What follows belongs to an exercise in optimizing a design on an open flow for small area, a short achievable clock period and few clock cycles per item; a production flow would make more cautious choices. Function was checked by simulation only, so behaviour that the tests miss may differ from the original.

### design/flow/design.v
`default_nettype none
package dctPkg;
   typedef logic signed [31:0] sampleT;    
   localparam int BlockDim = 8;            
   localparam int BlockSize = 64;          
   localparam int NumMags = 7;             
   localparam int RowWidth = 32;           
   localparam int ColBasisWidth = 36;      
   localparam int ColWidth = 42;           
   localparam logic [5:0] RowAccPhase = 6'd3;      
   localparam logic [5:0] ColAccPhase = 6'd14;     
   localparam logic [5:0] OutPhase = 6'd15;        
endpackage
`default_nettype wire
`default_nettype none
module cosineRom
(
   input logic [2:0] freq,
   input logic [2:0] index,
   output logic neg,
   output logic [2:0] mag
);
   always_comb
   begin
      case ({freq, index})
         6'd0: begin neg = 1'b0; mag = 3'd0; end    
         6'd1: begin neg = 1'b0; mag = 3'd0; end    
         6'd2: begin neg = 1'b0; mag = 3'd0; end    
         6'd3: begin neg = 1'b0; mag = 3'd0; end    
         6'd4: begin neg = 1'b0; mag = 3'd0; end    
         6'd5: begin neg = 1'b0; mag = 3'd0; end    
         6'd6: begin neg = 1'b0; mag = 3'd0; end    
         6'd7: begin neg = 1'b0; mag = 3'd0; end    
         6'd8: begin neg = 1'b0; mag = 3'd1; end    
         6'd9: begin neg = 1'b0; mag = 3'd3; end    
         6'd10: begin neg = 1'b0; mag = 3'd4; end    
         6'd11: begin neg = 1'b0; mag = 3'd6; end    
         6'd12: begin neg = 1'b1; mag = 3'd6; end    
         6'd13: begin neg = 1'b1; mag = 3'd4; end    
         6'd14: begin neg = 1'b1; mag = 3'd3; end    
         6'd15: begin neg = 1'b1; mag = 3'd1; end    
         6'd16: begin neg = 1'b0; mag = 3'd2; end    
         6'd17: begin neg = 1'b0; mag = 3'd5; end    
         6'd18: begin neg = 1'b1; mag = 3'd5; end    
         6'd19: begin neg = 1'b1; mag = 3'd2; end    
         6'd20: begin neg = 1'b1; mag = 3'd2; end    
         6'd21: begin neg = 1'b1; mag = 3'd5; end    
         6'd22: begin neg = 1'b0; mag = 3'd5; end    
         6'd23: begin neg = 1'b0; mag = 3'd2; end    
         6'd24: begin neg = 1'b0; mag = 3'd3; end    
         6'd25: begin neg = 1'b1; mag = 3'd6; end    
         6'd26: begin neg = 1'b1; mag = 3'd1; end    
         6'd27: begin neg = 1'b1; mag = 3'd4; end    
         6'd28: begin neg = 1'b0; mag = 3'd4; end    
         6'd29: begin neg = 1'b0; mag = 3'd1; end    
         6'd30: begin neg = 1'b0; mag = 3'd6; end    
         6'd31: begin neg = 1'b1; mag = 3'd3; end    
         6'd32: begin neg = 1'b0; mag = 3'd0; end    
         6'd33: begin neg = 1'b1; mag = 3'd0; end    
         6'd34: begin neg = 1'b1; mag = 3'd0; end    
         6'd35: begin neg = 1'b0; mag = 3'd0; end    
         6'd36: begin neg = 1'b0; mag = 3'd0; end    
         6'd37: begin neg = 1'b1; mag = 3'd0; end    
         6'd38: begin neg = 1'b1; mag = 3'd0; end    
         6'd39: begin neg = 1'b0; mag = 3'd0; end    
         6'd40: begin neg = 1'b0; mag = 3'd4; end    
         6'd41: begin neg = 1'b1; mag = 3'd1; end    
         6'd42: begin neg = 1'b0; mag = 3'd6; end    
         6'd43: begin neg = 1'b0; mag = 3'd3; end    
         6'd44: begin neg = 1'b1; mag = 3'd3; end    
         6'd45: begin neg = 1'b1; mag = 3'd6; end    
         6'd46: begin neg = 1'b0; mag = 3'd1; end    
         6'd47: begin neg = 1'b1; mag = 3'd4; end    
         6'd48: begin neg = 1'b0; mag = 3'd5; end    
         6'd49: begin neg = 1'b1; mag = 3'd2; end    
         6'd50: begin neg = 1'b0; mag = 3'd2; end    
         6'd51: begin neg = 1'b1; mag = 3'd5; end    
         6'd52: begin neg = 1'b1; mag = 3'd5; end    
         6'd53: begin neg = 1'b0; mag = 3'd2; end    
         6'd54: begin neg = 1'b1; mag = 3'd2; end    
         6'd55: begin neg = 1'b0; mag = 3'd5; end    
         6'd56: begin neg = 1'b0; mag = 3'd6; end    
         6'd57: begin neg = 1'b1; mag = 3'd4; end    
         6'd58: begin neg = 1'b0; mag = 3'd3; end    
         6'd59: begin neg = 1'b1; mag = 3'd1; end    
         6'd60: begin neg = 1'b0; mag = 3'd1; end    
         6'd61: begin neg = 1'b1; mag = 3'd3; end    
         6'd62: begin neg = 1'b0; mag = 3'd4; end    
         6'd63: begin neg = 1'b1; mag = 3'd6; end    
         default: begin neg = 1'b0; mag = 3'd0; end
      endcase
   end
endmodule
`default_nettype wire
`default_nettype none
module blockBuffer
(
   input logic clk,
   input logic fill,
   input logic [8*32-1:0] fillData,
   input logic [2:0] readRow,
   output dctPkg::sampleT readData
);
   logic [64*32-1:0] mem;         
   genvar v;
   generate
      for (v = 0; v < 8; v++)
      begin : gRow
         always_ff @(posedge clk)
         begin
            mem[(8*v)*32 +: 7*32] <= mem[(8*v+1)*32 +: 7*32];
            mem[(8*v+7)*32 +: 32] <= fill ? fillData[v*32 +: 32] : mem[(8*v)*32 +: 32];
         end
      end
   endgenerate
   always_comb
   begin
      case (readRow)
         3'd0: readData = mem[(8*0)*32 +: 32];
         3'd1: readData = mem[(8*1)*32 +: 32];
         3'd2: readData = mem[(8*2)*32 +: 32];
         3'd3: readData = mem[(8*3)*32 +: 32];
         3'd4: readData = mem[(8*4)*32 +: 32];
         3'd5: readData = mem[(8*5)*32 +: 32];
         3'd6: readData = mem[(8*6)*32 +: 32];
         default: readData = mem[(8*7)*32 +: 32];
      endcase
   end
endmodule
`default_nettype wire
`default_nettype none
module mcmBasis
#(
   parameter int InWidth = 32,
   parameter int BasisWidth = 36
)
(
   input logic [InWidth-1:0] x,
   output logic [5*BasisWidth-1:0] basis
);
   logic [BasisWidth-1:0] xe;
   generate
      if (BasisWidth > InWidth)
      begin : gExt
         assign xe = {{(BasisWidth-InWidth){x[InWidth-1]}}, x};
      end
      else
      begin : gSame
         assign xe = x[BasisWidth-1:0];
      end
   endgenerate
   assign basis[0*BasisWidth +: BasisWidth] = xe;
   assign basis[1*BasisWidth +: BasisWidth] = xe + (xe << 1);
   assign basis[2*BasisWidth +: BasisWidth] = xe + (xe << 2);
   assign basis[3*BasisWidth +: BasisWidth] = (xe << 3) - xe;
   assign basis[4*BasisWidth +: BasisWidth] = xe + (xe << 3);
endmodule
module macEngine
#(
   parameter int BasisWidth = 36,
   parameter int Width = 42
)
(
   input logic [5*BasisWidth-1:0] basis,
   output logic [7*Width-1:0] prod
);
   logic [Width-1:0] x;
   logic [Width-1:0] x3;
   logic [Width-1:0] x5;
   logic [Width-1:0] x7;
   logic [Width-1:0] x9;
   generate
      if (Width > BasisWidth)
      begin : gExt
         localparam int E = Width - BasisWidth;
         assign x = {{E{basis[1*BasisWidth-1]}}, basis[0*BasisWidth +: BasisWidth]};
         assign x3 = {{E{basis[2*BasisWidth-1]}}, basis[1*BasisWidth +: BasisWidth]};
         assign x5 = {{E{basis[3*BasisWidth-1]}}, basis[2*BasisWidth +: BasisWidth]};
         assign x7 = {{E{basis[4*BasisWidth-1]}}, basis[3*BasisWidth +: BasisWidth]};
         assign x9 = {{E{basis[5*BasisWidth-1]}}, basis[4*BasisWidth +: BasisWidth]};
      end
      else
      begin : gTrunc
         assign x = basis[0*BasisWidth +: Width];
         assign x3 = basis[1*BasisWidth +: Width];
         assign x5 = basis[2*BasisWidth +: Width];
         assign x7 = basis[3*BasisWidth +: Width];
         assign x9 = basis[4*BasisWidth +: Width];
      end
   endgenerate
   assign prod[0*Width +: Width] = (x << 1) + (x5 << 7) - (x5 << 11) + (x << 15);
   assign prod[1*Width +: Width] = (x5 << 1) - (x5 << 7) + (x << 15);
   assign prod[2*Width +: Width] = (x << 1) + (x << 6) - (x5 << 9) + (x << 15);
   assign prod[3*Width +: Width] = (x5 << 7) - (x9 << 1) - (x3 << 11) + (x << 15);
   assign prod[4*Width +: Width] = (x9 << 11) - x3 - (x7 << 5);
   assign prod[5*Width +: Width] = (x << 8) - (x << 2) + (x3 << 12);
   assign prod[6*Width +: Width] = (x << 13) - x7 - (x7 << 8);
endmodule
`default_nettype wire
`default_nettype none
module dctControl
(
   input logic clk,
   input logic reset,
   input logic start,
   output logic reading,
   output logic done,
   output logic [5:0] phase
);
   logic loadFrame;       
   logic prev1;           
   logic prev2;           
   logic busy;
   assign busy = loadFrame || prev1 || prev2;
   always_ff @(posedge clk or posedge reset)
   begin
      if (reset)
      begin
         phase <= '0;
         loadFrame <= 1'b0;
         prev1 <= 1'b0;
         prev2 <= 1'b0;
         reading <= 1'b0;
         done <= 1'b0;
      end
      else
      begin
         done <= prev1 && (phase == dctPkg::OutPhase - 6'd1);
         if (!busy)
         begin
            reading <= start;
            loadFrame <= start;
         end
         else
         begin
            phase <= phase + 6'd1;
            if (phase == 6'd63)
            begin
               reading <= start;
               loadFrame <= start;
               prev1 <= loadFrame;
               prev2 <= prev1;
            end
         end
      end
   end
endmodule
`default_nettype wire
`default_nettype none
module dct2d
(
   input logic clk,
   input logic reset,
   input logic start,
   input logic [31:0] din,
   output logic reading,
   output logic done,
   output logic [31:0] dout
);
   localparam int RW = dctPkg::RowWidth;
   localparam int CBW = dctPkg::ColBasisWidth;
   localparam int CW = dctPkg::ColWidth;
   logic [5:0] phase;
   dctControl control
   (
      .clk(clk),
      .reset(reset),
      .start(start),
      .reading(reading),
      .done(done),
      .phase(phase)
   );
   logic [RW-1:0] sampleQ;                 
   logic [5*RW-1:0] rowBasis;
   logic [5*RW-1:0] rowBasisQ;
   logic [7*RW-1:0] rowProd;
   logic [7*RW-1:0] rowProdQ;
   logic [8*RW-1:0] rowAcc;                
   logic [8*RW-1:0] rowOut;                
   always_ff @(posedge clk)
   begin
      sampleQ <= din;
      rowBasisQ <= rowBasis;
      rowProdQ <= rowProd;
   end
   mcmBasis #(.InWidth(RW), .BasisWidth(RW)) rowMcmBasis
   (
      .x(sampleQ),
      .basis(rowBasis)
   );
   macEngine #(.BasisWidth(RW), .Width(RW)) rowMcm
   (
      .basis(rowBasisQ),
      .prod(rowProd)
   );
   logic [5:0] rowPosNext;
   logic [2:0] rowIdxNext;
   logic rowFirstQ;                        
   logic rowLoadQ;                         
   assign rowPosNext = phase - (dctPkg::RowAccPhase - 6'd1);
   assign rowIdxNext = rowPosNext[2:0];
   always_ff @(posedge clk)
   begin
      rowFirstQ <= (rowIdxNext == 3'd0);
      rowLoadQ <= (rowIdxNext == 3'd0);
   end
   genvar u;
   generate
      for (u = 0; u < 8; u++)
      begin : gRow
         logic neg;
         logic [2:0] mag;
         logic [6:0] selQ;
         logic negQ;
         logic [RW-1:0] term;
         logic [RW-1:0] base;
         cosineRom rom
         (
            .freq(3'(u)),
            .index(rowIdxNext),
            .neg(neg),
            .mag(mag)
         );
         always_ff @(posedge clk)
         begin
            for (int i = 0; i < 7; i++)
            begin
               selQ[i] <= (mag == 3'(i));
            end
            negQ <= neg;
         end
         always_comb
         begin
            term = '0;
            for (int i = 0; i < 7; i++)
            begin
               term = term | (rowProdQ[i*RW +: RW] & {RW{selQ[i]}});
            end
         end
         assign base = rowFirstQ ? '0 : rowAcc[u*RW +: RW];
         always_ff @(posedge clk)
         begin
            rowAcc[u*RW +: RW] <= base + (term ^ {RW{negQ}}) + RW'(negQ);
            if (rowLoadQ)
            begin
               rowOut[u*RW +: RW] <= rowAcc[u*RW +: RW];
            end
            else if (u < 7)
            begin
               rowOut[u*RW +: RW] <= rowOut[(u+1)*RW +: RW];
            end
         end
      end
   endgenerate
   logic [5*CBW-1:0] colBasis;
   logic [5*CBW-1:0] colBasisQ;
   logic [7*CW-1:0] colProd;
   logic [7*32-1:0] colProdQ;              
   logic [6:0] colLowZero;                 
   mcmBasis #(.InWidth(RW), .BasisWidth(CBW)) colMcmBasis
   (
      .x(rowOut[0 +: RW]),
      .basis(colBasis)
   );
   always_ff @(posedge clk)
   begin
      colBasisQ <= colBasis;
   end
   macEngine #(.BasisWidth(CBW), .Width(CW)) colMcm
   (
      .basis(colBasisQ),
      .prod(colProd)
   );
   genvar m;
   generate
      for (m = 0; m < 7; m++)
      begin : gColProd
         always_ff @(posedge clk)
         begin
            colProdQ[m*32 +: 32] <= colProd[m*CW + 10 +: 32];
            colLowZero[m] <= (colProd[m*CW +: 10] == 10'd0);
         end
      end
   endgenerate
   logic [5:0] colPosNext;
   logic [2:0] colRowNext;
   logic colFirstQ;                        
   logic [5:0] fillPosNext;
   logic fillQ;                            
   assign colPosNext = phase - (dctPkg::ColAccPhase - 6'd1);
   assign colRowNext = colPosNext[5:3];
   assign fillPosNext = phase - dctPkg::ColAccPhase;
   always_ff @(posedge clk)
   begin
      colFirstQ <= (colRowNext == 3'd0);
      fillQ <= (fillPosNext[5:3] == 3'd7);
   end
   logic [8*32-1:0] fillData;
   genvar v;
   generate
      for (v = 0; v < 8; v++)
      begin : gCol
         logic neg;
         logic [2:0] mag;
         logic [6:0] selQ;
         logic negQ;
         logic [31:0] prodHi;
         logic lowZero;
         logic [31:0] term;
         logic [33:0] base;
         logic [8*34-1:0] acc;            
         cosineRom rom
         (
            .freq(3'(v)),
            .index(colRowNext),
            .neg(neg),
            .mag(mag)
         );
         always_ff @(posedge clk)
         begin
            for (int i = 0; i < 7; i++)
            begin
               selQ[i] <= (mag == 3'(i));
            end
            negQ <= neg;
         end
         always_comb
         begin
            prodHi = '0;
            lowZero = 1'b0;
            for (int i = 0; i < 7; i++)
            begin
               prodHi = prodHi | (colProdQ[i*32 +: 32] & {32{selQ[i]}});
               lowZero = lowZero | (colLowZero[i] & selQ[i]);
            end
         end
         assign term = prodHi ^ {32{negQ}};
         assign base = colFirstQ ? '0 : acc[0 +: 34];
         always_ff @(posedge clk)
         begin
            acc[0 +: 7*34] <= acc[34 +: 7*34];
            acc[7*34 +: 34] <= base + {{2{term[31]}}, term} + 34'(negQ && lowZero);
         end
         assign fillData[v*32 +: 32] = acc[7*34 + 2 +: 32];
      end
   endgenerate
   logic [5:0] outPosNext;
   logic [2:0] readRowQ;
   dctPkg::sampleT outWord;
   assign outPosNext = phase - (dctPkg::OutPhase - 6'd1);
   always_ff @(posedge clk)
   begin
      readRowQ <= outPosNext[5:3];
   end
   blockBuffer buffer
   (
      .clk(clk),
      .fill(fillQ),
      .fillData(fillData),
      .readRow(readRowQ),
      .readData(outWord)
   );
   always_ff @(posedge clk)
   begin
      dout <= outWord;
   end
endmodule
`default_nettype wire
### design/flow/run.sh
#!/bin/bash
# synth_recipe.tcl (not shown) runs the flow's synth.tcl, then flattens the netlist and writes it again
# the make line also repeats each setting of config.mk as NAME=value (left out here)
make -C /OpenROAD-flow-scripts/flow DESIGN_CONFIG=/design/flow/config.mk WORK_HOME=/design/flow/orfs CLKGATE_MAP_FILE= SYNTH_SCRIPT=/design/flow/synth_recipe.tcl finish
### design/flow/config.mk
export PLATFORM = sky130hd
export DESIGN_NAME = dct2d
export DESIGN_NICKNAME = dct2d
export VERILOG_FILES = /design/flow/design.v
export SDC_FILE = /design/flow/constraint.sdc
export NUM_CORES = 4
export LEC_CHECK = 0
export CAP_MARGIN = 20
export CORE_MARGIN = 2
export CORE_UTILIZATION = 45
export PLACE_DENSITY = 0.6
export SLEW_MARGIN = 20
### design/flow/constraint.sdc
create_clock -name core_clock -period 9.0 [get_ports {clk}]
set_input_delay 1.8000 -clock core_clock [delete_from_list [all_inputs] [get_ports {clk}]]
set_output_delay 1.8000 -clock core_clock [all_outputs]
set_load 0.01 [all_outputs]
==> results.json <==
{
  "crit_path_end_kind": "flop",
  "grt_busiest_layer": "met2",
  "root_buffer": "clkbuf_16",
  "syn_area_mm2": 0.211,
  "final_area_mm2": 0.238,
  "synth_top_area_share_pct": 53.1,
  "finalHoldViolCount": 0,
  "numCtsBuffers": 558,
  "place_hpwl_mm": 497,
  "worstPathArrival_ns": 7.30,
  "portBuffers": 68,
  "dieArea_mm2": 0.474,
  "run_status": "finished clean",
  "reg2reg_slack_ns": 2.61,
  "rows": 251,
  "syn_area_per_cell_um2": 11.4,
  "drv_cap": 0,
  "finalCritPeriodShare_pct": 71.0,
  "grt_pass1_wl_mm": 930,
  "gp_congestion": 0.968,
  "hold_depth": 0,
  "grt_use_met3_pct": 4.27,
  "cts_buffer_depth": 4,
  "drt-total-wl_mm": 650,
  "clkSinkCount": 5637,
  "die_h_um": 689,
  "area_delta_synth_final_pct": 12.9,
  "yosysWarningCount": 4,
  "yosys.area.top_type": "dfxtp_1",
  "dpl_cell_area_mm2": 0.219,
  "ys_ff_latch": 5637,
  "r2r_start": "gCol[6].selQ[0]",
  "rsz0062_at_grt": "false",
  "route.detailed.drc": 0,
  "grt.total_usage_pct": 26.7,
  "h-tree-depth": 6,
  "grt_max_degree": 146,
  "dr.pass1.iters": 17,
  "cts.reportedPaths.clkPinSlew_ns": 0.06,
  "async_flop_share_pct": 0.177,
  "post_cts_resized": 0,
  "dp.cells": 24400,
  "initial_core_util_pct": 45.2,
  "gr-usage-met1_pct": 34.6,
  "synth_flop_cell": "dfxtp_1",
  "cts_tree": "built",
  "critPathLaunchType": "flop",
  "ant_nets": 0,
  "cts_hold_buf": 0,
  "r2r_cells": 17,
  "hold_end": "buffer.mem[120]",
  "crit_path_max_fanout": 66,
  "clk_latency_ns": 1.07,
  "dr_total_vias": 139000,
  "cp.required_ns": 9.91,
  "drive_above_1_share_pct": 9.25,
  "period_needed_ns": 6.39,
  "fmax_ghz": 0.157,
  "drt-initial-drc-count": 14300,
  "synth.distinct_cells": 99,
  "synth-edff-count": 32,
  "antenna_found_initial": 67,
  "finClkSkew_ns": 0.0863,
  "critPathKind": "reg2reg",
  "viasPerCell": 5.44,
  "grt_overflow": 0,
  "nets": 20700,
  "boundaryPins": 69,
  "die_w_um": 689,
  "cts_setup_buffers": 0,
  "ys_seq_area_share_pct": 53.7,
  "first_global_vias": 135000,
  "finalNonFillerCells": 25500,
  "tightest_slew_ns": 1.25,
  "maxSlewViolCount": 0,
  "synthTopCellsByArea": "dfxtp_1 (53%), ha_1 (8.1%), xnor2_1 (4.7%)",
  "maxSlewHeadroom_pct": 16.3,
  "setup_viol": 0,
  "wire_per_inst_um": 25.5,
  "netlist_instances": 18600,
  "timing.rr.end": "gCol[6].acc[270]",
  "tns_ns": 0,
  "use_met2_pct": 43.1,
  "min_path_type": "reg2reg",
  "holdCritStartpoint": "buffer.mem[152]",
  "core_mm2": 0.467
}
synthesized netlist by cell type (all sizes together), types with 178 or more instances:
master and count:
clkbuf 527, nand2 476, dfxtp 5595, nand3 447, o21ai 582, a222oi 366, xnor2 1128, nor2b 687
inv 1122, nor2 710, a21oi 1003, a21o 523, nor3 178, xor2 474, fa 487, ha 1366
a22oi 509, mux2 514, nand2b 207
layout by cell type, fill, tap and decap left out, drive strengths merged, types with 33 or more instances in the layout:
master,n
or3,66
a31oi,110
nand2b,207
bufinv,35
a22oi,509
a21boi,35
a21oi,1003
fa,487
clkdlybuf4s50,68
ha,1366
nand3,447
o31ai,59
xnor2,1128
nor3,178
inv,1156
o211ai,43
a21o,523
nand4,75
xor2,474
o21a,171
nor2,710
and2,58
mux2,514
diode,82
dfxtp,5595
nor2b,687
and3,85
a211oi,108
o21bai,161
buf,179
a221oi,49
a222oi,366
o21ai,582
o22ai,33
nand2,476
clkinv,132
clkbuf,776
layout make-up:
class / instances / area, um2
Inverter: 1124 / 4220
Tap cell: 6198 / 7750
Clock buffer: 776 / 16100
Antenna cell: 82 / 205
Sequential cell: 5637 / 113000
Clock inverter: 228 / 2980
Multi-Input combinational cell: 11200 / 91500
Fill cell: 41300 / 229000
Timing Repair Buffer: 247 / 2070
sequential cells by signal (all words and copies together), names as in the netlist, 6 cells and up:
signal,cells
colProdQ,224
rowAcc,256
gRow.selQ,31
gCol.negQ,6
gCol.acc,2176
gCol.selQ,31
control.phase,6
colBasisQ,162
rowProdQ,205
buffer.mem,2048
sampleQ,32
gRow.negQ,6
rowOut,256
rowBasisQ,149
colLowZero,7
dout,32
kinds of logic (layout without fill, tap and decap cells):
logic type	count (synthesis)	in the layout	synth area share, %
and+or+nand+nor	3124	3124	7.57
other	1	108	0.00178
adders and majority gates	1853	1853	12.7
DFF	5637	5637	53.7
muxes	540	540	2.95
buffers and inverters	1720	2375	3.06
AOI/OAI and AO/OA	4083	4083	13.3
xor gates and xnor gates	1602	1602	6.65
per-layer routing:
metal	share of wire, %	vias to the layer above
li1	-	65300
met5	0.016	-
met4	6.2	16
met1	42	67000
met2	45	5091
met3	6.3	1502
per-stage QoR:
stage	hold slack [ns]	setup WS, ns	utilization [%]
after floorplan	0.310	3.96	-
after global placement	0.310	2.78	46.8
after detailed placement	0.312	2.84	46.9
after CTS	0.267	2.74	50.9
after global routing	0.270	2.39	51.0
final	0.275	2.61	51.0
worst max-delay path by stage:
stage,startpoint,endpoint,slack [ns],cells past startpoint
2_1_floorplan,rowFirstQ,rowAcc[190],3.96,17
3_3_place_gp,gCol[6].selQ[0],gCol[6].acc[270],2.78,17
3_5_place_dp,gCol[6].selQ[0],gCol[6].acc[270],2.84,17
4_1_cts,gCol[6].selQ[0],gCol[6].acc[270],2.74,17
5_1_grt,gCol[6].selQ[0],gCol[6].acc[270],2.39,17
6_report,gCol[6].selQ[0],gCol[6].acc[270],2.61,17
critical path: stages, from the launching register on:
cell and delay, ns:
dfxtp_2 0.32, buf_4 0.53, a222oi_1 0.22, nand2b_1 0.22, fa_1 0.48, fa_1 0.49, nor2b_1 0.19, o31a_1 0.25
o21ai_0 0.30, o311ai_1 0.87, a32oi_1 0.23, buf_4 0.22, a21oi_1 0.60, a41oi_1 0.43, o311ai_1 0.47, a21o_1 0.17
a21oi_1 0.08, xnor2_1 0.13
Testbench counts, summed over its fixed seeds: cycles 3,720, blocks 48.

re-timing with driven ports:
Ports are ideal in the flow. The routed layout listed here was re-timed in OpenROAD.
Step 1 sets driving cells, clkbuf_16 on the clock port and buf_2 on the other inputs (assumed; they add their load-dependent delay and slew).
Step 2 also shifts input and output timing later by t, the mid clock arrival at the registers, as if the neighbouring blocks saw the same clock.
Three values: no drivers, after step 1, after step 2; two values: the first two.
t (ns): 1.147
slack for setup (ns): 2.612 / 2.612 / 2.612
clock arrival spread, ns: 0.099 / 0.099
After both steps this run still meets setup and hold. For this run, drivers alone change the setup slack by 0.000 ns; drivers and shift together by 0.000 ns.
